From an optimization exercise on the open Yosys and OpenROAD flow, aimed at small area, a short achievable clock period and few clock cycles per item; shortcuts taken in it are not production practice. RTL that was checked went through simulation tests only; none was proved equivalent to the original. No functional check of the RTL was part of run 1. No activity file was given, so power comes from the tool's default toggle rates.

### flow/config.mk
export PLATFORM = sky130hd
export DESIGN_NAME = axi_wr_slave
export DESIGN_NICKNAME = axi_wr_slave
export VERILOG_FILES = /design/flow/design.v
export SDC_FILE = /design/flow/constraint.sdc
export NUM_CORES = 4
export LEC_CHECK = 0
export ABC_AREA = 1
export CAP_MARGIN = 20
export CORE_MARGIN = 2
export CORE_UTILIZATION = 50
export CTS_BUF_LIST = sky130_fd_sc_hd__clkbuf_8
export SETUP_SLACK_MARGIN = 2.6
export SLEW_MARGIN = 20
### flow/constraint.sdc
create_clock -name core_clock -period 5.5 [get_ports {clk}]
set_input_delay 1.1000 -clock core_clock [delete_from_list [all_inputs] [get_ports {clk}]]
set_output_delay 1.1000 -clock core_clock [all_outputs]
set_load 0.01 [all_outputs]
### flow/design.v
`default_nettype none
package axi_wr_pkg;
    localparam int ADDR_W   = 32;
    localparam int DATA_W   = 32;
    localparam int STRB_W   = DATA_W / 8;
    localparam int ID_W     = 4;
    localparam int LEN_W    = 8;
    localparam int SIZE_W   = 3;
    localparam int MAX_SIZE = 2;
    localparam int PAGE_BIT = 12;
    localparam int AW_DEPTH = 4;
    localparam int W_DEPTH  = 16;
    localparam int B_DEPTH  = 4;
    localparam int AW_W  = ID_W + ADDR_W + LEN_W + SIZE_W + 2;
    localparam int W_W   = DATA_W + STRB_W + 1;
    localparam int B_W   = ID_W + 2;
    localparam int MEM_W = ID_W + ADDR_W + DATA_W + STRB_W + 1;
    typedef enum logic [1:0] {
        FIXED = 2'b00,
        INCR  = 2'b01,
        WRAP  = 2'b10,
        RSVD  = 2'b11
    } burst_e;
    typedef enum logic [1:0] {
        OKAY   = 2'b00,
        SLVERR = 2'b10
    } resp_e;
    typedef struct packed {
        logic [ID_W-1:0]   id;
        logic [ADDR_W-1:0] addr;
        logic [LEN_W-1:0]  len;
        logic [SIZE_W-1:0] size;
        burst_e            burst;
    } aw_cmd_t;
    typedef struct packed {
        logic [DATA_W-1:0] data;
        logic [STRB_W-1:0] strb;
        logic              last;
    } w_beat_t;
    typedef struct packed {
        logic [ID_W-1:0] id;
        resp_e           resp;
    } b_resp_t;
    typedef struct packed {
        logic [ID_W-1:0]   id;
        logic [ADDR_W-1:0] addr;
        logic [DATA_W-1:0] data;
        logic [STRB_W-1:0] strb;
        logic              last;
    } mem_wr_t;
endpackage
`default_nettype wire
`timescale 1ns/1ps
`default_nettype none
module sync_fifo #(
    parameter int WIDTH = 8,
    parameter int DEPTH = 4
) (
    input  wire logic             clk,
    input  wire logic             rst_n,
    input  wire logic             push,
    input  wire logic [WIDTH-1:0] din,
    output logic                  full,
    input  wire logic             pop,
    output logic      [WIDTH-1:0] dout,
    output logic                  empty
);
    logic [WIDTH-1:0]           mem [DEPTH];
    logic [$clog2(DEPTH)-1:0]   wr_ptr;
    logic [$clog2(DEPTH)-1:0]   rd_ptr;
    logic [$clog2(DEPTH+1)-1:0] count;
    logic                       do_push;
    logic                       do_pop;
    assign do_push = push && !full;
    assign do_pop  = pop && !empty;
    assign full  = (count == DEPTH);
    assign empty = (count == '0);
    assign dout  = mem[rd_ptr];
    always_ff @(posedge clk) begin
        if (do_push) begin
            mem[wr_ptr] <= din;
        end
    end
    always_ff @(posedge clk or negedge rst_n) begin
        if (!rst_n) begin
            wr_ptr <= '0;
            rd_ptr <= '0;
            count  <= '0;
        end else begin
            if (do_push) begin
                wr_ptr <= (wr_ptr == DEPTH - 1) ? '0 : wr_ptr + 1'b1;
            end
            if (do_pop) begin
                rd_ptr <= (rd_ptr == DEPTH - 1) ? '0 : rd_ptr + 1'b1;
            end
            case ({do_push, do_pop})
                2'b10:   count <= count + 1'b1;
                2'b01:   count <= count - 1'b1;
                default: count <= count;
            endcase
        end
    end
endmodule
`default_nettype wire
`timescale 1ns/1ps
`default_nettype none
module aw_decode (
    input  wire logic [axi_wr_pkg::SIZE_W-1:0]    size,
    input  wire logic [1:0]                       burst,
    input  wire logic [axi_wr_pkg::PAGE_BIT-1:0]  cur_addr,
    input  wire logic                             advance,
    output logic      [axi_wr_pkg::PAGE_BIT-1:0]  nxt_addr,
    output logic                                  carry
);
    localparam int PB = axi_wr_pkg::PAGE_BIT;
    logic [PB-1:0] low;      
    logic [PB-1:0] ones;     
    logic [PB:0]   run;      
    logic          step;     
    logic          go;       
    always_comb begin
        low     = '0;
        low[0]  = size[2] || size[1] || size[0];
        low[1]  = size[2] || size[1];
        low[2]  = size[2] || (size[1] && size[0]);
        low[3]  = size[2];
        low[4]  = size[2] && (size[1] || size[0]);
        low[5]  = size[2] && size[1];
        low[6]  = size[2] && size[1] && size[0];
        ones = cur_addr | low;
        run[0] = 1'b1;
        for (int i = 0; i < PB; i++) begin
            run[i+1] = run[i] && ones[i];
        end
        step = (burst != axi_wr_pkg::FIXED);
        carry = step && run[PB];
        go    = advance && !carry;
        for (int i = 0; i < PB; i++) begin
            nxt_addr[i] = !low[i] && (cur_addr[i] ^ (step && go && run[i]));
        end
    end
endmodule
`default_nettype wire
`timescale 1ns/1ps
`default_nettype none
module burst_engine (
    input  wire logic                      clk,
    input  wire logic                      rst_n,
    input  wire axi_wr_pkg::aw_cmd_t       cmd,
    input  wire logic                      cmd_valid,
    output logic                           cmd_ready,
    input  wire axi_wr_pkg::w_beat_t       beat,
    input  wire logic                      beat_valid,
    output logic                           beat_ready,
    output axi_wr_pkg::mem_wr_t            mem,
    output logic                           mem_we,
    input  wire logic                      mem_ready,
    output logic                           resp_valid,
    input  wire logic                      resp_ready
);
    localparam int PB = axi_wr_pkg::PAGE_BIT;
    logic                           burst_q;     
    logic                           resp_q;      
    logic                           first;       
    logic                           last_q;      
    logic [axi_wr_pkg::LEN_W-1:0]   rem_q;
    logic                           use_reg_q;
    logic [PB-1:0]                  addr_q;
    logic                           burst_d;
    logic                           resp_d;
    logic                           use_reg_d;
    logic [axi_wr_pkg::LEN_W-1:0]   rem_d;
    logic [PB-1:0]                  cur_addr;
    logic [PB-1:0]                  nxt_addr;
    logic                           carry;
    logic                           issue;
    logic                           wr;
    logic [axi_wr_pkg::LEN_W-1:0]   rem_dec;
    logic [axi_wr_pkg::LEN_W:0]     borrow;
    assign first    = !(burst_q || resp_q);
    assign cur_addr = use_reg_q ? addr_q : cmd.addr[PB-1:0];
    aw_decode u_aw_decode (
        .size     (cmd.size),
        .burst    (cmd.burst),
        .cur_addr (cur_addr),
        .advance  (wr),
        .nxt_addr (nxt_addr),
        .carry    (carry)
    );
    assign issue      = beat_valid && (burst_q || (cmd_valid && !resp_q));
    assign mem_we     = rst_n && issue;
    assign wr         = issue && mem_ready;
    assign beat_ready = wr;
    assign resp_valid = resp_q || (last_q && beat_valid && mem_ready);
    assign cmd_ready  = resp_valid && resp_ready;
    always_comb begin
        mem.id   = cmd.id;
        mem.addr = {cmd.addr[axi_wr_pkg::ADDR_W-1:PB], cur_addr};
        mem.data = beat.data;
        mem.strb = beat.strb;
        mem.last = beat.last;
    end
    always_comb begin
        burst_d = burst_q;
        resp_d  = resp_q;
        if (cmd_ready) begin
            burst_d = 1'b0;
            resp_d  = 1'b0;
        end else if (wr && (first || last_q)) begin
            burst_d = first && (cmd.len != 8'd0);
            resp_d  = !(first && (cmd.len != 8'd0));
        end
        use_reg_d = (burst_d || resp_d) && (first ? !carry : use_reg_q);
    end
    always_ff @(posedge clk or negedge rst_n) begin
        if (!rst_n) begin
            burst_q   <= 1'b0;
            resp_q    <= 1'b0;
            use_reg_q <= 1'b0;
            last_q    <= 1'b0;
        end else begin
            burst_q   <= burst_d;
            resp_q    <= resp_d;
            use_reg_q <= use_reg_d;
            last_q    <= burst_d && (rem_d == 8'd1);
        end
    end
    always_comb begin
        borrow[0] = wr;
        for (int i = 0; i < axi_wr_pkg::LEN_W; i++) begin
            rem_dec[i]  = rem_q[i] ^ borrow[i];
            borrow[i+1] = borrow[i] && !rem_q[i];
        end
    end
    assign rem_d = first ? cmd.len : rem_dec;
    always_ff @(posedge clk) begin
        rem_q  <= rem_d;
        addr_q <= nxt_addr;
    end
endmodule
`default_nettype wire
`timescale 1ns/1ps
`default_nettype none
module wresp_gen (
    input  wire axi_wr_pkg::aw_cmd_t         cmd,
    output axi_wr_pkg::b_resp_t              b
);
    logic size_err;
    assign size_err = cmd.size[2] || (cmd.size[1] && cmd.size[0]);
    assign b.id     = cmd.id;
    assign b.resp   = size_err ? axi_wr_pkg::SLVERR : axi_wr_pkg::OKAY;
endmodule
`default_nettype wire
`timescale 1ns/1ps
`default_nettype none
module axi_wr_slave (
    input  wire logic                  clk,
    input  wire logic                  rst_n,
    input  wire axi_wr_pkg::aw_cmd_t   aw,
    input  wire logic                  aw_valid,
    output logic                       aw_ready,
    input  wire axi_wr_pkg::w_beat_t   w,
    input  wire logic                  w_valid,
    output logic                       w_ready,
    output axi_wr_pkg::b_resp_t        b,
    output logic                       b_valid,
    input  wire logic                  b_ready,
    output axi_wr_pkg::mem_wr_t        mem,
    output logic                       mem_we,
    input  wire logic                  mem_ready
);
    burst_engine u_burst_engine (
        .clk        (clk),
        .rst_n      (rst_n),
        .cmd        (aw),
        .cmd_valid  (aw_valid),
        .cmd_ready  (aw_ready),
        .beat       (w),
        .beat_valid (w_valid),
        .beat_ready (w_ready),
        .mem        (mem),
        .mem_we     (mem_we),
        .mem_ready  (mem_ready),
        .resp_valid (b_valid),
        .resp_ready (b_ready)
    );
    wresp_gen u_wresp_gen (
        .cmd (aw),
        .b   (b)
    );
endmodule
`default_nettype wire
### flow/flow/run.sh
#!/bin/bash
# Layout flow: the standard flow, with three changes in how the layout
# is made:
#  - after the standard synthesis, the combinational logic is mapped again
#    by ABC with its area-only mapper (the registers are kept as they are, same cells and
#    names), and the rest of the flow starts from that netlist;
#  - the port buffers are inserted as buf_1 cells instead of the default
#    delay buffers;
#  - timing repair only resizes cells and swaps pins.
# Each tool's output goes to a log file of its own in this folder.
set -euo pipefail

export BUFFER_PORTS_ARGS="-buffer_cell sky130_fd_sc_hd__buf_1"
export SETUP_MOVE_SEQUENCE="sizeup,swap"

RES=orfs/results/${FLOW_PLATFORM}/axi_wr_slave/base
LOGS=orfs/logs/${FLOW_PLATFORM}/axi_wr_slave/base
LIB=${FLOW_HOME}/platforms/${FLOW_PLATFORM}/lib/sky130_fd_sc_hd__tt_025C_1v80.lib
YOSYS=${FLOW_HOME}/../tools/install/yosys/bin/yosys
[[ -x $YOSYS ]] || YOSYS=yosys

# 1. Standard synthesis
bash standard.sh synth > synth.log 2>&1

# 2. Map the combinational logic again, for area
cp $RES/1_2_yosys.v $RES/1_2_yosys_std.v
DONT_USE=$(grep -m1 -o "^abc -script .*" $LOGS/1_2_yosys.log | grep -o -- "-dont_use [^ ]*" | tr '\n' ' ')
cat > reabc.ys <<EOS
read_liberty -ignore_miss_func $LIB
blackbox sky130_fd_sc_hd__*df* sky130_fd_sc_hd__*dl* sky130_fd_sc_hd__conb_1
read_verilog $RES/1_2_yosys_std.v
hierarchy -top ${FLOW_TOP}
flatten
opt -purge
abc -liberty $LIB $DONT_USE -script +strash;ifraig;dc2;rewrite,-z;refactor,-z;dch,-f;amap
read_liberty -lib -overwrite $LIB
opt_clean -purge
setundef -zero
splitnets
opt_clean -purge
hilomap -singleton -hicell sky130_fd_sc_hd__conb_1 HI -locell sky130_fd_sc_hd__conb_1 LO
insbuf -buf sky130_fd_sc_hd__buf_4 A X
check -assert
stat -liberty $LIB
write_verilog -noattr -nohex -nodec $RES/1_2_yosys.v
EOS
$YOSYS -s reabc.ys > reabc.log 2>&1

# 3. Rebuild the synthesis database from the new netlist, then the rest
rm -f $RES/1_synth.odb
bash standard.sh synth > synth_odb.log 2>&1
bash standard.sh > standard.log 2>&1
### flow/standard.sh
#!/bin/bash
# synth_recipe.tcl (not shown) runs the flow's synth.tcl, then flattens the netlist and writes it again
# the make line also repeats each setting of config.mk as NAME=value (left out here)
make -C /OpenROAD-flow-scripts/flow DESIGN_CONFIG=/design/flow/config.mk WORK_HOME=/design/flow/orfs CLKGATE_MAP_FILE= SYNTH_SCRIPT=/design/flow/synth_recipe.tcl "${@:-finish}"
==> results of run 1 <==
[sequential cells by signal, summed over array words and instances, names as in the netlist]
name / flops
u_burst_engine.burst_q: 1
u_burst_engine.resp_q: 1
u_burst_engine.rem_q: 8
u_burst_engine.addr_q: 12
u_burst_engine.use_reg_q: 1
u_burst_engine.last_q: 1
[critical path, cell delays in order]
cell and delay (ps):
buf_8 80, nand2_4 40, nor2_4 160, clkinv_4 100, or3_4 350, or3_4 360, nor2_4 110, nor2_1 50
o32a_1 350, or4_4 420, nor3_2 110
[stage by stage]
stage	setup WS [ps]	hold WS, ps	power [mW]	cells
floorplan	2230	450	0.740	247
global placement	1800	485	0.744	261
detailed placement	1760	482	0.744	261
CTS	2390	502	0.932	265
global route	2320	535	1.04	265
finish	2440	493	0.960	265
[worst min path at each step]
| stage | end | slack (ps) | start |
|---|---|---|---|
| floorplan | u_burst_engine.addr_q[11] | 450 | u_burst_engine.addr_q[11] |
| global placement | u_burst_engine.addr_q[11] | 480 | u_burst_engine.addr_q[11] |
| detailed placement | u_burst_engine.addr_q[11] | 480 | u_burst_engine.addr_q[11] |
| CTS | u_burst_engine.rem_q[3] | 500 | u_burst_engine.rem_q[3] |
| global route | u_burst_engine.rem_q[1] | 540 | u_burst_engine.rem_q[1] |
| finish | u_burst_engine.addr_q[11] | 490 | u_burst_engine.addr_q[11] |
[area by class of cell]
type / instances / area share
clock inverter: 1 / 0.0162
timing repair buffer: 47 / 0.133
sequential: 24 / 0.272
inverter: 28 / 0.0876
clock buffer: 3 / 0.0222
tap: 46 / 0.0310
multi-input combinational: 116 / 0.439
[routing by layer]
| metal | wire (um) | GRT usage |
|---|---|---|
| met1 | 1430 | 0.202 |
| met2 | 1940 | 0.323 |
| met3 | 510 | 0.0968 |
| met4 | 177 | 0.0924 |
| met5 | 0 | 0 |
[power by group]
group,switching [mW],internal [mW],total (mW),leakage [nW]
Sequential,0.0613,0.260,0.321,0.218
Combinational,0.295,0.192,0.487,0.440
Clock,0.0548,0.0972,0.152,0.0357
Total,0.411,0.549,0.960,0.694
[timing repair]
item	CTS	global route
gates resized for setup	22	39
endpoints found under the hold margin	0	0
pin swaps	2	11
buffers inserted	0	0
cloned	0	0
setup endpoints to repair	27	17
==> flow_metrics.py, run 1 <==
metrics = {
    "status": {
        "status": "complete, no violations",
    },
    "logic_synthesis": {
        "ys_warn_count": 2,
        "syn_avg_cell_area_um2": 7.29,
        "synth.net_count": 339,
        "syn-cell-area_um2": 1800,
        "syn_inst": 247,
    },
    "finish": {
        "antenna_cells": 0,
        "fill_cells": 324,
        "drive_above_1_share": 0.251,
        "layout_commonest_cell": "buf_1",
        "multi_input_area_um2": 815,
        "fin_area_um2": 1860,
        "area_delta_synth_final_pct": 3.13,
        "seq_area_um2": 504,
        "final_core_util": 0.548,
        "final_nets": 312,
        "final_cell_mix": "buf_1, nor2_1, dfxtp_1, clkinv_1",
    },
    "critical_path": {
        "rr_worst_depth": 15,
        "cp.arrival_ps": 3250,
        "critPathMaxFanout": 6,
        "startpoint_type": "input port",
        "rrSetupSlack_ps": 2630,
        "cp-end-kind": "flop",
        "endpoint": "u_burst_engine.last_q",
        "critPathRequiredTime_ps": 5690,
        "critPathLaunch": "w_valid",
        "r2r_start": "u_burst_engine.use_reg_q",
        "worst-setup-path-type": "in -> reg",
        "r2r-end": "u_burst_engine.addr_q[10]",
    },
    "pwr": {
        "cellLeakagePower_nw": 0.694,
        "peakVddDrop_v": 0.000252,
        "p_per_area_nw_per_um2": 517,
    },
    "cts": {
        "root_buffer": "clkbuf_8",
        "cts_hold_buf": 0,
        "tritoncts": "yes",
        "clock_latency_ps": 260,
        "clock_path_buffers": 2,
        "cts_made_buffers": 3,
        "htreeDepth": 1,
        "clkSinkCount": 24,
        "cts.reportedPaths.clkPinSlew_ps": 80,
    },
    "global_routing": {
        "grt_first_pass_wirelength_mm": 6.32,
        "grt_pass1_vias": 1387,
        "track_usage": 0.194,
        "overflow": 0,
        "antenna_found_initial": 0,
        "grt_max_degree": 15,
    },
    "placed_design": {
        "hpwl_mm": 3.27,
        "numPortBuffers": 47,
        "gp_congestion": 0.791,
        "place_area_um2": 1590,
    },
    "route": {
        "avgViaCountPerCell": 5.31,
        "drtPass1Iterations": 4,
        "ant_nets": 0,
        "wl_per_cell_um": 15.3,
        "vias": 1408,
        "routed_wl_mm": 4.06,
        "drc": 0,
        "first_iter_violations": 43,
    },
    "flow_run": {
        "drv_cap": 0,
    },
    "die": {
        "coreArea_um2": 3390,
        "die_area_um2": 4100,
        "die_y_um": 64.0,
        "ios": 175,
        "start_util": 0.531,
        "rows": 21,
        "die_w_um": 64.0,
    },
    "sta": {
        "finalHoldViolations": 0,
        "final.setup_skew_ps": 2.56,
        "tns_ps": 0,
        "rsz0062_at_grt": "yes",
        "maxSlewViolCount": 0,
        "post-route-min-period_ps": 3060,
        "setup_viol": 0,
        "post-route-period-util": 0.556,
        "fmax_mhz": 327,
    },
    "hold_path": {
        "min_path_type": "reg -> reg",
        "holdPathStages": 2,
    },
}
==> run 2, diff against run 1 <==
--- a/flow/design.v
+++ b/flow/design.v
@@ -162,14 +162,13 @@
     logic                           burst_q;     
     logic                           resp_q;      
     logic                           first;       
-    logic                           last_q;      
+    logic                           last;        
     logic [axi_wr_pkg::LEN_W-1:0]   rem_q;
-    logic                           use_reg_q;
+    logic                           use_cmd_q;
     logic [PB-1:0]                  addr_q;
     logic                           burst_d;
     logic                           resp_d;
-    logic                           use_reg_d;
-    logic [axi_wr_pkg::LEN_W-1:0]   rem_d;
+    logic                           use_cmd_d;
     logic [PB-1:0]                  cur_addr;
     logic [PB-1:0]                  nxt_addr;
     logic                           carry;
@@ -178,7 +177,8 @@
     logic [axi_wr_pkg::LEN_W-1:0]   rem_dec;
     logic [axi_wr_pkg::LEN_W:0]     borrow;
     assign first    = !(burst_q || resp_q);
-    assign cur_addr = use_reg_q ? addr_q : cmd.addr[PB-1:0];
+    assign last     = burst_q && (rem_q == 8'd1);
+    assign cur_addr = use_cmd_q ? cmd.addr[PB-1:0] : addr_q;
     aw_decode u_aw_decode (
         .size     (cmd.size),
         .burst    (cmd.burst),
@@ -191,7 +191,7 @@
     assign mem_we     = rst_n && issue;
     assign wr         = issue && mem_ready;
     assign beat_ready = wr;
-    assign resp_valid = resp_q || (last_q && beat_valid && mem_ready);
+    assign resp_valid = resp_q || (last && beat_valid && mem_ready);
     assign cmd_ready  = resp_valid && resp_ready;
     always_comb begin
         mem.id   = cmd.id;
@@ -206,23 +206,21 @@
         if (cmd_ready) begin
             burst_d = 1'b0;
             resp_d  = 1'b0;
-        end else if (wr && (first || last_q)) begin
+        end else if (wr && (first || last)) begin
             burst_d = first && (cmd.len != 8'd0);
             resp_d  = !(first && (cmd.len != 8'd0));
         end
-        use_reg_d = (burst_d || resp_d) && (first ? !carry : use_reg_q);
+        use_cmd_d = !(burst_d || resp_d) || (first ? carry : use_cmd_q);
     end
     always_ff @(posedge clk or negedge rst_n) begin
         if (!rst_n) begin
             burst_q   <= 1'b0;
             resp_q    <= 1'b0;
-            use_reg_q <= 1'b0;
-            last_q    <= 1'b0;
+            use_cmd_q <= 1'b1;
         end else begin
             burst_q   <= burst_d;
             resp_q    <= resp_d;
-            use_reg_q <= use_reg_d;
-            last_q    <= burst_d && (rem_d == 8'd1);
+            use_cmd_q <= use_cmd_d;
         end
     end
     always_comb begin
@@ -232,9 +230,8 @@
             borrow[i+1] = borrow[i] && !rem_q[i];
         end
     end
-    assign rem_d = first ? cmd.len : rem_dec;
     always_ff @(posedge clk) begin
-        rem_q  <= rem_d;
+        rem_q  <= first ? cmd.len : rem_dec;
         addr_q <= nxt_addr;
     end
 endmodule
--- a/flow/flow/run.sh
+++ b/flow/flow/run.sh
@@ -12,6 +12,7 @@
 
 export BUFFER_PORTS_ARGS="-buffer_cell sky130_fd_sc_hd__buf_1"
 export SETUP_MOVE_SEQUENCE="sizeup,swap"
+export POST_FLOORPLAN_TCL="$PWD/flow/restructure.tcl"
 
 RES=orfs/results/${FLOW_PLATFORM}/axi_wr_slave/base
 LOGS=orfs/logs/${FLOW_PLATFORM}/axi_wr_slave/base
==> flow/flow/restructure.tcl (new file) <==
# Timing-driven logic restructuring of the paths that set the clock period,
# run after the floorplan step.
set tie_lo [split $::env(TIELO_CELL_AND_PORT)]
set tie_hi [split $::env(TIEHI_CELL_AND_PORT)]
file mkdir $::env(RESULTS_DIR)/rmp
restructure -liberty_file [lindex $::env(LIB_FILES) 0] -target timing \
  -slack_threshold 3.0 -depth_threshold 2 \
  -tielo_port [lindex $tie_lo 0]/[lindex $tie_lo 1] \
  -tiehi_port [lindex $tie_hi 0]/[lindex $tie_hi 1] \
  -work_dir $::env(RESULTS_DIR)/rmp \
  -abc_logfile $::env(RESULTS_DIR)/rmp/abc.log
report_worst_slack
==> run 2 against run 1 <==
Worst setup slack improved by 240 ps. Fmax rose by 8.5%. Still clean on timing, DRC and antenna. Synthesized cell count fell by 4.9%. Total power fell by 19%. First-iteration DRC count fell by 30%. Register-to-register slack improved by 170 ps. Non-clock buffer count did not move. Count of clock-buffer cells in the layout did not move. Clock skew rose by 0.66 ps.
==> flow_metrics.py, run 2 <==
metrics = {
    "placed_design": {
        "numPortBuffers": 47,
        "place_ws_ps": 2180,
        "gp_congestion": 0.817,
        "hpwl_mm": 3.26,
    },
    "cts": {
        "cts.reportedPaths.clkPinSlew_ps": 80,
        "root_buffer": "clkbuf_8",
        "tritoncts": "yes",
        "postCtsSetupBuffers": 0,
        "cts_hold_buf": 0,
        "cts_made_buffers": 3,
        "clock_latency_ps": 260,
        "clkSinkCount": 23,
        "clock_path_buffers": 2,
        "htreeDepth": 1,
    },
    "critical_path": {
        "startpoint_type": "input port",
        "cp.arrival_ps": 1720,
        "worst-setup-path-type": "in -> out",
        "rr_worst_depth": 12,
        "critPathRequiredTime_ps": 4400,
        "critPathMaxFanout": 3,
        "cp-end-kind": "output pin",
    },
    "sta": {
        "fmax_mhz": 355,
        "rsz0062_at_grt": "yes",
        "maxSlewViolCount": 0,
        "setup_viol": 0,
        "final.setup_skew_ps": 3.22,
        "setup_ws_ps": 2680,
        "maxSlewHeadroom": 0.494,
        "post-route-min-period_ps": 2820,
        "finalHoldViolations": 0,
        "post-route-period-util": 0.513,
        "tightest_slew_ps": 752,
        "tns_ps": 0,
    },
    "die": {
        "die_y_um": 62.9,
        "die_area_um2": 3960,
        "die_w_um": 62.9,
        "coreArea_um2": 3340,
        "start_util": 0.520,
        "rows": 21,
        "ios": 175,
    },
    "route": {
        "ant_nets": 0,
        "vias": 1337,
        "avgViaCountPerCell": 5.28,
        "first_iter_violations": 30,
        "routed_wl_mm": 3.92,
        "drtPass1Iterations": 4,
        "drc": 0,
        "wl_per_cell_um": 15.5,
    },
    "finish": {
        "reg.largest.list": "u_burst_engine.addr_q x12, u_burst_engine.rem_q x8",
        "area_delta_synth_final_pct": -11.7,
        "largest-register": "u_burst_engine.addr_q",
        "largest_reg_flops": 12,
        "layout_commonest_cell": "buf_1",
        "final_nets": 300,
        "antenna_cells": 0,
        "final_cell_mix": "buf_1, nor2_1, dfxtp_1, clkinv_1, a21oi_1",
        "drive_above_1_share": 0.159,
    },
    "global_routing": {
        "use_met3": 0.105,
        "grt_use_met2": 0.305,
        "track_usage": 0.191,
        "overflow": 0,
        "grt_max_degree": 14,
        "antenna_found_initial": 0,
        "use_met1": 0.207,
        "grt_first_pass_wirelength_mm": 6.10,
        "grt_pass1_vias": 1204,
        "top_usage_layer": "met2",
    },
    "logic_synthesis": {
        "syn_inst": 235,
        "syn_avg_cell_area_um2": 7.39,
        "synth.net_count": 327,
        "syn-cell-area_um2": 1740,
        "ys_warn_count": 2,
    },
    "pwr": {
        "peakVddDrop_v": 0.000238,
        "cellLeakagePower_nw": 0.557,
        "p_per_area_nw_per_um2": 508,
    },
    "hold_path": {
        "min_path_type": "reg -> reg",
        "holdPathStages": 2,
    },
    "status": {
        "status": "complete, no violations",
    },
    "flow_run": {
        "drv_cap": 0,
    },
}
[run 2: cell types whose count changed in the layout (fill, tap and decap cells not counted), sizes merged, moves of 3 or more]
cell | before | now
a21oi | 10 | 14
or2 | 4 | 0
o21ai | 6 | 12
nor2 | 37 | 31
o22a | 3 | 6
clkinv | 27 | 22
[run 2: worst paths after layout]
check / from / to / slack (ps)
setup / recovery: w_valid / aw_ready / 2680
min in group asynchronous: rst_n / u_burst_engine.burst_q / 650
max in group asynchronous: rst_n / u_burst_engine.use_cmd_q / 4610
hold reg to reg: u_burst_engine.addr_q[11] / u_burst_engine.addr_q[11] / 500
setup reg to reg: u_burst_engine.use_cmd_q / u_burst_engine.addr_q[2] / 2800
hold / removal: u_burst_engine.addr_q[11] / u_burst_engine.addr_q[11] / 500
[run 2: cell type report]
type	count	area, um^2
Tap cell	46	57.6
Timing Repair Buffer	47	183
Inverter	22	97.6
Clock inverter	1	5.00
Multi-Input combinational cell	111	669
Sequential cell	23	480
Clock buffer	3	41.3
Fill cell	360	1800
[run 2: metal layers]
metal	share of wire	vias up
met5	0	-
met4	0.031	0
met3	0.14	24
met2	0.44	94
met1	0.39	558
li1	-	661
[run 2: what timing repair did]
action,CTS,global route
pin swaps,3,4
resized for setup,8,15
setup endpoints to repair,21,16
[run 2: through the flow]
step	total power [mW]	area, um^2	instances	utilization	hold slack, ps
6_report	0.780	1530	253	0.460	498
5_1_grt	0.846	1530	253	0.460	546
4_1_cts	0.770	1480	253	0.444	502
3_5_place_dp	0.659	1420	249	0.427	482
3_3_place_gp	0.660	1420	249	0.427	482
2_1_floorplan	0.658	1780	235	-	455
[run 2: power by group]
group | leakage (nW) | switching [mW] | internal, mW | total (mW)
clock | 0.0255 | 0.0531 | 0.0504 | 0.104
combinational | 0.327 | 0.233 | 0.143 | 0.375
sequential | 0.205 | 0.0510 | 0.250 | 0.301
total | 0.557 | 0.337 | 0.443 | 0.780
[run 2: worst max-delay path, stage by stage]
cell and delay [ps]:
clkbuf_2 100, nand2_2 70, o21ai_2 150, and2_4 170, buf_2 120
Testbench counts of run 2, summed over its fixed seeds: cycles 15,030, beats 13,386.
==> run 3, diff against run 2 <==
--- a/flow/design.v
+++ b/flow/design.v
@@ -136,7 +136,8 @@
         carry = step && run[PB];
         go    = advance && !carry;
         for (int i = 0; i < PB; i++) begin
-            nxt_addr[i] = !low[i] && (cur_addr[i] ^ (step && go && run[i]));
+            nxt_addr[i] = go ? (!low[i] && (cur_addr[i] ^ (step && run[i])))
+                             : cur_addr[i];
         end
     end
 endmodule
@@ -155,20 +156,25 @@
     output axi_wr_pkg::mem_wr_t            mem,
     output logic                           mem_we,
     input  wire logic                      mem_ready,
+    output logic [axi_wr_pkg::ID_W-1:0]    resp_id,
+    output logic [axi_wr_pkg::SIZE_W-1:0]  resp_size,
     output logic                           resp_valid,
     input  wire logic                      resp_ready
 );
     localparam int PB = axi_wr_pkg::PAGE_BIT;
+    localparam int AW = axi_wr_pkg::ADDR_W;
     logic                           burst_q;     
     logic                           resp_q;      
     logic                           first;       
     logic                           last;        
+    logic [axi_wr_pkg::ID_W-1:0]    id_q;
+    logic [AW-1:PB]                 page_q;
+    logic [axi_wr_pkg::SIZE_W-1:0]  size_q;
+    logic [1:0]                     burst_type_q;
     logic [axi_wr_pkg::LEN_W-1:0]   rem_q;
-    logic                           use_cmd_q;
     logic [PB-1:0]                  addr_q;
     logic                           burst_d;
     logic                           resp_d;
-    logic                           use_cmd_d;
     logic [PB-1:0]                  cur_addr;
     logic [PB-1:0]                  nxt_addr;
     logic                           carry;
@@ -178,24 +184,26 @@
     logic [axi_wr_pkg::LEN_W:0]     borrow;
     assign first    = !(burst_q || resp_q);
     assign last     = burst_q && (rem_q == 8'd1);
-    assign cur_addr = use_cmd_q ? cmd.addr[PB-1:0] : addr_q;
+    assign cur_addr = first ? cmd.addr[PB-1:0] : addr_q;
     aw_decode u_aw_decode (
-        .size     (cmd.size),
-        .burst    (cmd.burst),
+        .size     (first ? cmd.size : size_q),
+        .burst    (first ? cmd.burst : burst_type_q),
         .cur_addr (cur_addr),
         .advance  (wr),
         .nxt_addr (nxt_addr),
         .carry    (carry)
     );
-    assign issue      = beat_valid && (burst_q || (cmd_valid && !resp_q));
+    assign issue      = beat_valid && (burst_q || (cmd_valid && first));
     assign mem_we     = rst_n && issue;
     assign wr         = issue && mem_ready;
     assign beat_ready = wr;
+    assign cmd_ready  = wr && first;
     assign resp_valid = resp_q || (last && beat_valid && mem_ready);
-    assign cmd_ready  = resp_valid && resp_ready;
+    assign resp_id    = id_q;
+    assign resp_size  = size_q;
     always_comb begin
-        mem.id   = cmd.id;
-        mem.addr = {cmd.addr[axi_wr_pkg::ADDR_W-1:PB], cur_addr};
+        mem.id   = first ? cmd.id : id_q;
+        mem.addr = {first ? cmd.addr[AW-1:PB] : page_q, cur_addr};
         mem.data = beat.data;
         mem.strb = beat.strb;
         mem.last = beat.last;
@@ -203,24 +211,21 @@
     always_comb begin
         burst_d = burst_q;
         resp_d  = resp_q;
-        if (cmd_ready) begin
+        if (resp_valid && resp_ready) begin
             burst_d = 1'b0;
             resp_d  = 1'b0;
         end else if (wr && (first || last)) begin
             burst_d = first && (cmd.len != 8'd0);
             resp_d  = !(first && (cmd.len != 8'd0));
         end
-        use_cmd_d = !(burst_d || resp_d) || (first ? carry : use_cmd_q);
     end
     always_ff @(posedge clk or negedge rst_n) begin
         if (!rst_n) begin
-            burst_q   <= 1'b0;
-            resp_q    <= 1'b0;
-            use_cmd_q <= 1'b1;
+            burst_q <= 1'b0;
+            resp_q  <= 1'b0;
         end else begin
-            burst_q   <= burst_d;
-            resp_q    <= resp_d;
-            use_cmd_q <= use_cmd_d;
+            burst_q <= burst_d;
+            resp_q  <= resp_d;
         end
     end
     always_comb begin
@@ -233,18 +238,25 @@
     always_ff @(posedge clk) begin
         rem_q  <= first ? cmd.len : rem_dec;
         addr_q <= nxt_addr;
+        if (first) begin
+            id_q         <= cmd.id;
+            page_q       <= cmd.addr[AW-1:PB];
+            size_q       <= cmd.size;
+            burst_type_q <= cmd.burst;
+        end
     end
 endmodule
 `default_nettype wire
 `timescale 1ns/1ps
 `default_nettype none
 module wresp_gen (
-    input  wire axi_wr_pkg::aw_cmd_t         cmd,
-    output axi_wr_pkg::b_resp_t              b
+    input  wire logic [axi_wr_pkg::ID_W-1:0]   id,
+    input  wire logic [axi_wr_pkg::SIZE_W-1:0] size,
+    output axi_wr_pkg::b_resp_t                b
 );
     logic size_err;
-    assign size_err = cmd.size[2] || (cmd.size[1] && cmd.size[0]);
-    assign b.id     = cmd.id;
+    assign size_err = size[2] || (size[1] && size[0]);
+    assign b.id     = id;
     assign b.resp   = size_err ? axi_wr_pkg::SLVERR : axi_wr_pkg::OKAY;
 endmodule
 `default_nettype wire
@@ -266,6 +278,8 @@
     output logic                       mem_we,
     input  wire logic                  mem_ready
 );
+    logic [axi_wr_pkg::ID_W-1:0]   resp_id;
+    logic [axi_wr_pkg::SIZE_W-1:0] resp_size;
     burst_engine u_burst_engine (
         .clk        (clk),
         .rst_n      (rst_n),
@@ -278,12 +292,15 @@
         .mem        (mem),
         .mem_we     (mem_we),
         .mem_ready  (mem_ready),
+        .resp_id    (resp_id),
+        .resp_size  (resp_size),
         .resp_valid (b_valid),
         .resp_ready (b_ready)
     );
     wresp_gen u_wresp_gen (
-        .cmd (aw),
-        .b   (b)
+        .id   (resp_id),
+        .size (resp_size),
+        .b    (b)
     );
 endmodule
 `default_nettype wire
--- a/flow/flow/run.sh
+++ b/flow/flow/run.sh
@@ -12,7 +12,6 @@
 
 export BUFFER_PORTS_ARGS="-buffer_cell sky130_fd_sc_hd__buf_1"
 export SETUP_MOVE_SEQUENCE="sizeup,swap"
-export POST_FLOORPLAN_TCL="$PWD/flow/restructure.tcl"
 
 RES=orfs/results/${FLOW_PLATFORM}/axi_wr_slave/base
 LOGS=orfs/logs/${FLOW_PLATFORM}/axi_wr_slave/base
removed: flow/flow/restructure.tcl
==> run 3 against run 2 <==
Global-route usage shrank 0.16 points. Critical endpoint is now mem[40]. Utilization rose by 9.9 points. Via count increased by 54%. Combinational power increased to 3.3 times the previous value. Sequential power increased by 120%. Hold slack worse by 25 ps. Highest routed layer unchanged. Cell area is 84% higher. Sequential share of layout area grew 5.3 points. Final cell count increased by 57%. First-iteration DRC count rose to 2.5 times the previous value.
==> flow_metrics.py, run 3 <==
metrics = {
    "die": {
        "die_w_um": 75.8,
        "coreArea_um2": 5040,
        "rows": 26,
        "ios": 175,
        "die_area_um2": 5740,
        "die_y_um": 75.8,
        "start_util": 0.511,
    },
    "critical_path": {
        "startpoint_type": "flop",
        "cp.arrival_ps": 2520,
        "r2r-end": "u_burst_engine.addr_q[8]",
        "r2r_start": "u_burst_engine.resp_q",
        "rrSetupSlack_ps": 1970,
        "critPathRequiredTime_ps": 4400,
        "worst-setup-path-type": "reg -> out",
        "critPathMaxFanout": 51,
        "rr_worst_depth": 15,
        "cp-end-kind": "output pin",
    },
    "pwr": {
        "peakVddDrop_v": 0.000365,
        "sw_frac_of_total": 0.457,
        "seq_power_share": 0.311,
        "clkPwrFrac": 0.121,
        "p_total_mw": 2.15,
        "power_frac_comb": 0.568,
        "p_per_area_nw_per_um2": 763,
        "p_int_mw": 1.17,
        "net-switching-power_uw": 983,
        "cellLeakagePower_nw": 1.05,
    },
    "cts": {
        "cts_made_buffers": 5,
        "clkSinkCount": 51,
        "postCtsSetupBuffers": 0,
        "clock_path_buffers": 2,
        "htreeDepth": 2,
        "root_buffer": "clkbuf_8",
        "cts.reportedPaths.clkPinSlew_ps": 90,
        "tritoncts": "yes",
        "clock_latency_ps": 300,
    },
    "global_routing": {
        "grt_pass1_vias": 1806,
        "grt_first_pass_wirelength_mm": 8.20,
        "overflow": 0,
        "track_usage": 0.190,
        "grt_max_degree": 52,
        "antenna_found_initial": 0,
    },
    "finish": {
        "reg.largest.list": "u_burst_engine.page_q x20, u_burst_engine.addr_q x12, u_burst_engine.rem_q x8",
        "largest-register": "u_burst_engine.page_q",
        "final_nets": 419,
        "final_cells": 398,
        "layout_commonest_cell": "buf_1",
        "final_cell_mix": "buf_1, dfxtp_1, nor2_1, a22o_1, clkinv_1",
        "area_delta_synth_final_pct": 9.42,
        "drive_above_1_share": 0.165,
        "antenna_cells": 0,
        "largest_reg_flops": 20,
    },
    "sta": {
        "post-route-period-util": 0.659,
        "rsz0062_at_grt": "yes",
        "maxSlewViolCount": 0,
        "maxSlewHeadroom": 0.450,
        "tightest_slew_ps": 823,
        "final.setup_skew_ps": 8.25,
        "fmax_mhz": 276,
        "tns_ps": 0,
        "setup_viol": 0,
        "post-route-min-period_ps": 3620,
        "finalHoldViolations": 0,
    },
    "flow_run": {
        "drv_cap": 0,
    },
    "hold_path": {
        "min_path_type": "reg -> reg",
        "holdPathStages": 1,
        "hold_end": "u_burst_engine.page_q[12]",
        "hold_start": "u_burst_engine.page_q[12]",
    },
    "logic_synthesis": {
        "ys_warn_count": 2,
        "syn_avg_cell_area_um2": 8.65,
        "synth.net_count": 390,
        "syn-cell-area_um2": 2580,
        "syn_inst": 298,
    },
    "placed_design": {
        "dp.cells": 390,
        "gp_congestion": 0.810,
        "numPortBuffers": 99,
        "hpwl_mm": 4.16,
    },
    "route": {
        "wl_per_cell_um": 14.2,
        "drc": 0,
        "routed_wl_mm": 5.66,
        "drtPass1Iterations": 4,
        "vias": 2064,
        "avgViaCountPerCell": 5.19,
        "ant_nets": 0,
        "first_iter_violations": 75,
    },
    "status": {
        "status": "complete, no violations",
    },
}
[run 3: layer usage]
| metal | GRT usage | routed length (um) | up-vias |
|---|---|---|---|
| li1 | - | - | 1028 |
| met1 | 0.221 | 2400 | 938 |
| met2 | 0.327 | 2790 | 79 |
| met3 | 0.0622 | 381 | 19 |
| met4 | 0.0624 | 91 | 0 |
| met5 | 0 | 0 | - |
[run 3: what timing repair did]
item	4_1_cts	5_1_grt
hold buffers	0	0
pin swaps	24	16
hold endpoints to repair	0	0
gates resized for setup	18	17
endpoints found under the setup margin	50	53
[run 3: power groups by stage]
| stage | combinational (mW) | sequential [mW] | clock (mW) |
|---|---|---|---|
| after floorplan | 1.19 | 0.643 | 0 |
| after global placement | 1.11 | 0.662 | 0 |
| after detailed placement | 1.12 | 0.665 | 0 |
| after CTS | 1.20 | 0.667 | 0.267 |
| after global routing | 1.35 | 0.694 | 0.286 |
| final | 1.22 | 0.669 | 0.260 |
[run 3: worst max path at each step]
stage / slack, ps / endpoint / startpoint
CTS: 1880 / mem[44] / u_burst_engine.resp_q
detailed placement: 1850 / u_burst_engine.addr_q[10] / u_burst_engine.burst_q
floorplan: 2140 / u_burst_engine.addr_q[10] / u_burst_engine.burst_q
global route: 1670 / u_burst_engine.addr_q[7] / u_burst_engine.resp_q
global placement: 1950 / u_burst_engine.addr_q[7] / u_burst_engine.burst_q
finish: 1880 / mem[40] / u_burst_engine.resp_q
[run 3: per-stage QoR]
stage | setup WS (ps) | utilization | hold slack [ps] | instance area [um^2]
2_1_floorplan | 2140 | - | 462 | 2790
3_3_place_gp | 1950 | 0.510 | 454 | 2570
3_5_place_dp | 1850 | 0.510 | 456 | 2570
4_1_cts | 1880 | 0.551 | 478 | 2780
5_1_grt | 1670 | 0.559 | 489 | 2820
6_report | 1880 | 0.559 | 473 | 2820
[run 3: worst max-delay path, cell delays in order, from the launching register on]
cell      delay, ps
dfrtp_1         430
nor2_4          660
clkinv_8        380
o22ai_1         330
clkinv_1        190
buf_1           160
[run 3: area by class of cell]
type,count,area [um^2]
sequential,51,1030
clock inverter,3,43.8
clock buffer,5,68.8
tap,70,87.6
multi-input combinational,142,1060
timing repair buffer,101,404
fill,477,2220
inverter,26,124
Testbench counts of run 3, summed over its fixed seeds: cycles 15,030, beats 13,386.
==> run 4, diff against run 3 <==
--- a/flow/flow/run.sh
+++ b/flow/flow/run.sh
@@ -11,7 +11,7 @@
 set -euo pipefail
 
 export BUFFER_PORTS_ARGS="-buffer_cell sky130_fd_sc_hd__buf_1"
-export SETUP_MOVE_SEQUENCE="sizeup,swap"
+export SETUP_MOVE_SEQUENCE="unbuffer,sizeup,swap,buffer,clone"
 
 RES=orfs/results/${FLOW_PLATFORM}/axi_wr_slave/base
 LOGS=orfs/logs/${FLOW_PLATFORM}/axi_wr_slave/base
==> run 4 against run 3 <==
Utilization increased by 9.8 points. Die area unchanged. Synthesized cell count unchanged. Synthesized area unchanged. Sequential share of layout area decreased by 5.4 points. Global-route usage increased by 2.4 points. Fmax increased by 19%. Critical endpoint is now b_valid. Largest cell class unchanged. Highest routed layer unchanged.
==> flow_metrics.py, run 4 <==
metrics = {
    "route": {
        "wl_per_cell_um": 15.2,
        "drc": 0,
        "vias": 2287,
        "routed_wl_mm": 6.66,
        "ant_nets": 0,
        "avgViaCountPerCell": 5.23,
        "drtPass1Iterations": 4,
        "first_iter_violations": 72,
    },
    "sta": {
        "final.setup_skew_ps": 7.85,
        "hold_ws_ps": 477,
        "setup_ws_ps": 2470,
        "tns_ps": 0,
        "fmax_mhz": 330,
        "setup_viol": 0,
        "maxSlewViolCount": 0,
        "post-route-period-util": 0.552,
        "rsz0062_at_grt": "yes",
        "finalHoldViolations": 0,
        "post-route-min-period_ps": 3030,
    },
    "cts": {
        "clock_latency_ps": 300,
        "root_buffer": "clkbuf_8",
        "tritoncts": "yes",
        "htreeDepth": 2,
        "clock_path_buffers": 2,
        "cts.reportedPaths.clkPinSlew_ps": 100,
        "cts_made_buffers": 5,
        "clkSinkCount": 51,
    },
    "finish": {
        "final_cells": 437,
        "largest_reg_flops": 20,
        "area_delta_synth_final_pct": 28.6,
        "reg.largest.list": "u_burst_engine.page_q x20, u_burst_engine.addr_q x12, u_burst_engine.rem_q x8",
        "layout_commonest_cell": "buf_1",
        "fin_area_um2": 3310,
        "final_cell_mix": "buf_1, dfxtp_1, nor2_1, a22o_1, buf_4",
        "largest-register": "u_burst_engine.page_q",
        "final_nets": 458,
        "antenna_cells": 0,
        "drive_above_1_share": 0.300,
        "final_core_util": 0.657,
    },
    "global_routing": {
        "grt_pass1_vias": 1993,
        "track_usage": 0.214,
        "overflow": 0,
        "antenna_found_initial": 0,
        "grt_first_pass_wirelength_mm": 9.09,
        "grt_max_degree": 27,
    },
    "status": {
        "status": "complete, no violations",
    },
    "logic_synthesis": {
        "syn-cell-area_um2": 2580,
        "ys_warn_count": 2,
        "synth.net_count": 390,
        "syn_inst": 298,
        "syn_avg_cell_area_um2": 8.65,
    },
    "hold_path": {
        "min_path_type": "reg -> reg",
    },
    "placed_design": {
        "place_ws_ps": 1850,
        "numPortBuffers": 99,
        "dp.cells": 390,
        "place_area_um2": 2570,
        "gp_congestion": 0.810,
        "hpwl_mm": 4.16,
    },
    "critical_path": {
        "startpoint_type": "input port",
        "critPathRequiredTime_ps": 4400,
        "cp.arrival_ps": 1930,
        "cp-end-kind": "output pin",
        "critPathMaxFanout": 2,
        "worst-setup-path-type": "in -> out",
    },
    "pwr": {
        "peakVddDrop_v": 0.000460,
        "p_per_area_nw_per_um2": 776,
        "cellLeakagePower_nw": 1.30,
        "p_total_mw": 2.57,
    },
    "die": {
        "die_area_um2": 5740,
        "rows": 26,
        "die_y_um": 75.8,
        "coreArea_um2": 5040,
        "start_util": 0.511,
        "ios": 175,
        "die_w_um": 75.8,
    },
    "flow_run": {
        "drv_cap": 0,
    },
}
## run 4: cell count changes in the layout (fill, tap and decap cells not counted), moves of 3 or more
cell and delta:
buf_2 +6, clkinv_1 -4, clkbuf_2 -8, buf_6 +14, inv_2 +3, nor2_1 -3
o22ai_1 -3, buf_4 +24
## run 4: area by class of cell
cell class | instances | area, um^2
inverter | 26 | 138
multi-input combinational | 143 | 1130
clock inverter | 3 | 43.8
tap | 70 | 87.6
sequential | 51 | 1030
fill | 435 | 1730
clock buffer | 5 | 68.8
timing repair buffer | 138 | 790
timing repair inverter | 1 | 16.3
## run 4: power breakdown
| part | internal [mW] | leakage (nW) | switching, mW | total [mW] |
|---|---|---|---|---|
| combinational | 0.730 | 0.810 | 0.902 | 1.63 |
| clock | 0.136 | 0.0581 | 0.129 | 0.265 |
| sequential | 0.571 | 0.436 | 0.103 | 0.674 |
## run 4: timing repair
item,4_1_cts,5_1_grt
hold buffers,0,0
endpoints found under the setup margin,50,42
resized for setup,34,40
gates cloned,2,1
pin swaps,11,18
buffers inserted,26,10
## run 4: critical path: stages
cell and delay [ps]:
buf_1 80, nand2_2 60, nor3_2 110, nand4_1 150
nor4_4 200, nor2_2 70, clkinv_1 40, buf_2 110
## run 4: final timing paths
check	from	to	slack [ps]	cells past startpoint
max	mem_ready	b_valid	2470	8
min	u_burst_engine.page_q[17]	u_burst_engine.page_q[17]	480	1
max reg2reg	u_burst_engine.burst_q	u_burst_engine.addr_q[8]	2560	19
min reg2reg	u_burst_engine.page_q[17]	u_burst_engine.page_q[17]	480	1
max in group asynchronous	rst_n	u_burst_engine.resp_q	4710	1
min in group asynchronous	rst_n	u_burst_engine.burst_q	600	1
## run 4: routing by layer
layer | GRT usage | up-vias | wire [um]
met3 | 0.0635 | 23 | 375
met1 | 0.251 | 1072 | 2760
met4 | 0.0858 | 0 | 176
met5 | 0 | - | 0
met2 | 0.364 | 90 | 3350
li1 | - | 1102 | -
==> run 5, diff against run 4 <==
--- a/flow/flow/run.sh
+++ b/flow/flow/run.sh
@@ -1,12 +1,14 @@
 #!/bin/bash
-# Layout flow: the standard flow, with three changes in how the layout
+# Layout flow: the standard flow, with these changes in how the layout
 # is made:
 #  - after the standard synthesis, the combinational logic is mapped again
-#    by ABC with its area-only mapper (the registers are kept as they are, same cells and
-#    names), and the rest of the flow starts from that netlist;
+#    by ABC with its area-only mapper (the registers are kept as they are,
+#    same cells and names), and the rest of the flow starts from that
+#    netlist;
 #  - the port buffers are inserted as buf_1 cells instead of the default
 #    delay buffers;
-#  - timing repair only resizes cells and swaps pins.
+#  - timing repair may remove or insert buffers, resize, swap pins and
+#    clone gates.
 # Each tool's output goes to a log file of its own in this folder.
 set -euo pipefail
 
==> run 5 against run 4 <==
Still clean on timing, DRC and antenna. Sequential share of layout area unchanged. Hold slack unchanged. Combinational power about the same. Critical path depth unchanged. Sequential cell count unchanged. Critical path type unchanged.
==> flow_metrics.py, run 5 <==
metrics = {
    "sta": {
        "post-route-period-util": 0.552,
        "final.setup_skew_ps": 7.85,
        "fmax_mhz": 330,
        "finalHoldViolations": 0,
        "setup_viol": 0,
        "rsz0062_at_grt": "yes",
        "maxSlewViolCount": 0,
        "post-route-min-period_ps": 3030,
        "tns_ps": 0,
    },
    "logic_synthesis": {
        "syn-cell-area_um2": 2580,
        "synth.net_count": 390,
        "syn_avg_cell_area_um2": 8.65,
        "ys_warn_count": 2,
        "syn_inst": 298,
    },
    "placed_design": {
        "dp.cells": 390,
        "gp_congestion": 0.810,
        "numPortBuffers": 99,
        "hpwl_mm": 4.16,
    },
    "cts": {
        "cts_made_buffers": 5,
        "tritoncts": "yes",
        "cts.reportedPaths.clkPinSlew_ps": 100,
        "clock_latency_ps": 300,
        "clkSinkCount": 51,
        "clock_path_buffers": 2,
        "root_buffer": "clkbuf_8",
        "htreeDepth": 2,
        "cts_hold_buf": 0,
    },
    "critical_path": {
        "critPathMaxFanout": 2,
        "cp.arrival_ps": 1930,
        "r2r_start": "u_burst_engine.burst_q",
        "crit_chain": "buf_1 -> nand2_2 -> nor3_2 -> nand4_1 -> nor4_4 -> nor2_2 -> clkinv_1 -> buf_2",
        "critPathSlowestCell": "nor4_4",
        "critPathRequiredTime_ps": 4400,
        "cp-end-kind": "output pin",
        "max_stage_delay_ps": 200,
        "startpoint_type": "input port",
        "worst-setup-path-type": "in -> out",
        "critPathLaunch": "mem_ready",
    },
    "route": {
        "wl_per_cell_um": 15.2,
        "routed_wl_mm": 6.66,
        "vias": 2287,
        "wl_met3_um": 375,
        "ant_nets": 0,
        "drc": 0,
        "detailroute.wirelength.met2_mm": 3.35,
        "avgViaCountPerCell": 5.23,
        "first_iter_violations": 72,
        "top_layer": "met4",
        "drtPass1Iterations": 4,
        "wl_met1_mm": 2.76,
    },
    "finish": {
        "final_core_util": 0.657,
        "largest-register": "u_burst_engine.page_q",
        "antenna_cells": 0,
        "fill_cells": 435,
        "drive_above_1_share": 0.300,
        "area_delta_synth_final_pct": 28.6,
        "final_cell_mix": "buf_1, dfxtp_1, nor2_1, a22o_1, buf_4",
        "final_nets": 458,
        "final_cells": 437,
        "layout_commonest_cell": "buf_1",
        "largest_reg_flops": 20,
        "reg.largest.list": "u_burst_engine.page_q x20, u_burst_engine.addr_q x12, u_burst_engine.rem_q x8",
    },
    "hold_path": {
        "min_path_type": "reg -> reg",
        "hold_start": "u_burst_engine.page_q[17]",
    },
    "die": {
        "die_w_um": 75.8,
        "die_y_um": 75.8,
        "ios": 175,
        "coreArea_um2": 5040,
        "die_area_um2": 5740,
        "rows": 26,
        "start_util": 0.511,
    },
    "global_routing": {
        "grt_max_degree": 27,
        "grt_first_pass_wirelength_mm": 9.09,
        "grt_pass1_vias": 1993,
        "antenna_found_initial": 0,
        "overflow": 0,
        "track_usage": 0.214,
    },
    "pwr": {
        "cellLeakagePower_nw": 1.30,
        "p_per_area_nw_per_um2": 776,
        "p_total_mw": 2.57,
        "peakVddDrop_v": 0.000460,
    },
    "status": {
        "status": "complete, no violations",
    },
    "flow_run": {
        "drv_cap": 0,
    },
}
run 5: routing by layer:
metal	track usage	up-vias
met5	0	-
met4	0.0858	0
met3	0.0635	23
met2	0.364	90
met1	0.251	1072
li1	-	1102
run 5: what timing repair did:
action                                  4_1_cts  5_1_grt
resized for setup                            34       40
endpoints found under the setup margin       50       42
setup buffers                                26       10
gates cloned                                  2        1
pin swaps                                    11       18
run 5: final cells by class:
cell class / instances / area (um^2) / share of cell area
Timing Repair Buffer: 138 / 790 / 0.238
Clock inverter: 3 / 43.8 / 0.0132
Inverter: 26 / 138 / 0.0416
Clock buffer: 5 / 68.8 / 0.0208
Timing Repair inverter: 1 / 16.3 / 0.00491
Sequential cell: 51 / 1030 / 0.312
Tap cell: 70 / 87.6 / 0.0264
Multi-Input combinational cell: 143 / 1130 / 0.343
run 5: final timing paths:
check | end | slack (ps) | cells after the start
setup / recovery | b_valid | 2470 | 8
hold / removal | u_burst_engine.page_q[17] | 480 | 1
setup reg to reg | u_burst_engine.addr_q[8] | 2560 | 19
hold reg to reg | u_burst_engine.page_q[17] | 480 | 1
max in group asynchronous | u_burst_engine.resp_q | 4710 | 1
min in group asynchronous | u_burst_engine.burst_q | 600 | 1
run 5: report_power, final:
| part | leakage, nW | internal (mW) | total, mW | switching (mW) |
|---|---|---|---|---|
| Clock | 0.0581 | 0.136 | 0.265 | 0.129 |
| Sequential | 0.436 | 0.571 | 0.674 | 0.103 |
| Combinational | 0.810 | 0.730 | 1.63 | 0.902 |
run 5: critical path, delay by kind of cell:
family	cells	cell delay [ps]
simple gates	5	590
buf+inv	3	230
run 5: metrics by stage:
stage / worst slack, ps / cell area, um^2 / hold slack [ps]
final: 2470 / 3310 / 477
after global routing: 2340 / 3310 / 491
after CTS: 2390 / 3060 / 480
after detailed placement: 1850 / 2570 / 456
after global placement: 1950 / 2570 / 454
after floorplan: 2140 / 2790 / 462

[port drivers added, routing unchanged]
No port has a modelled driver above. Below, the same layouts with a new extraction and two added sets of constraints. Step 1 (the two cells are an assumption about what drives the block):
set clk [get_ports {clk}]
set_driving_cell -lib_cell sky130_fd_sc_hd__clkbuf_16 $clk
set_driving_cell -lib_cell sky130_fd_sc_hd__buf_2 [delete_from_list [all_inputs] $clk]
Step 2 moves the port delays by t, midway between the first and last clock arrival at a register: inputs arrive t later, outputs are due t later. That takes back most of the time a late clock gives input paths. a / b / c = ideal ports / drivers / drivers and shift; a / b = the first two.
run	shift t [ns]	slack for setup (ns)	worst slew at a driven data input, ns	pins driven straight from the clock port
run 1	0.283	2.440 / 2.412 / 2.129	0.12	1
run 2	0.280	2.679 / 2.654 / 2.448	0.12	1
run 3	0.325	1.877 / 1.851 / 1.953	0.07	1
run 4	0.327	2.465 / 2.440 / 2.174	0.07	1
run 5	0.327	2.465 / 2.440 / 2.174	0.07	1
After both steps setup and hold are still met in every run listed. For run 1, which loses most, drivers alone change the setup slack by -0.028 ns; drivers and shift together by -0.311 ns.
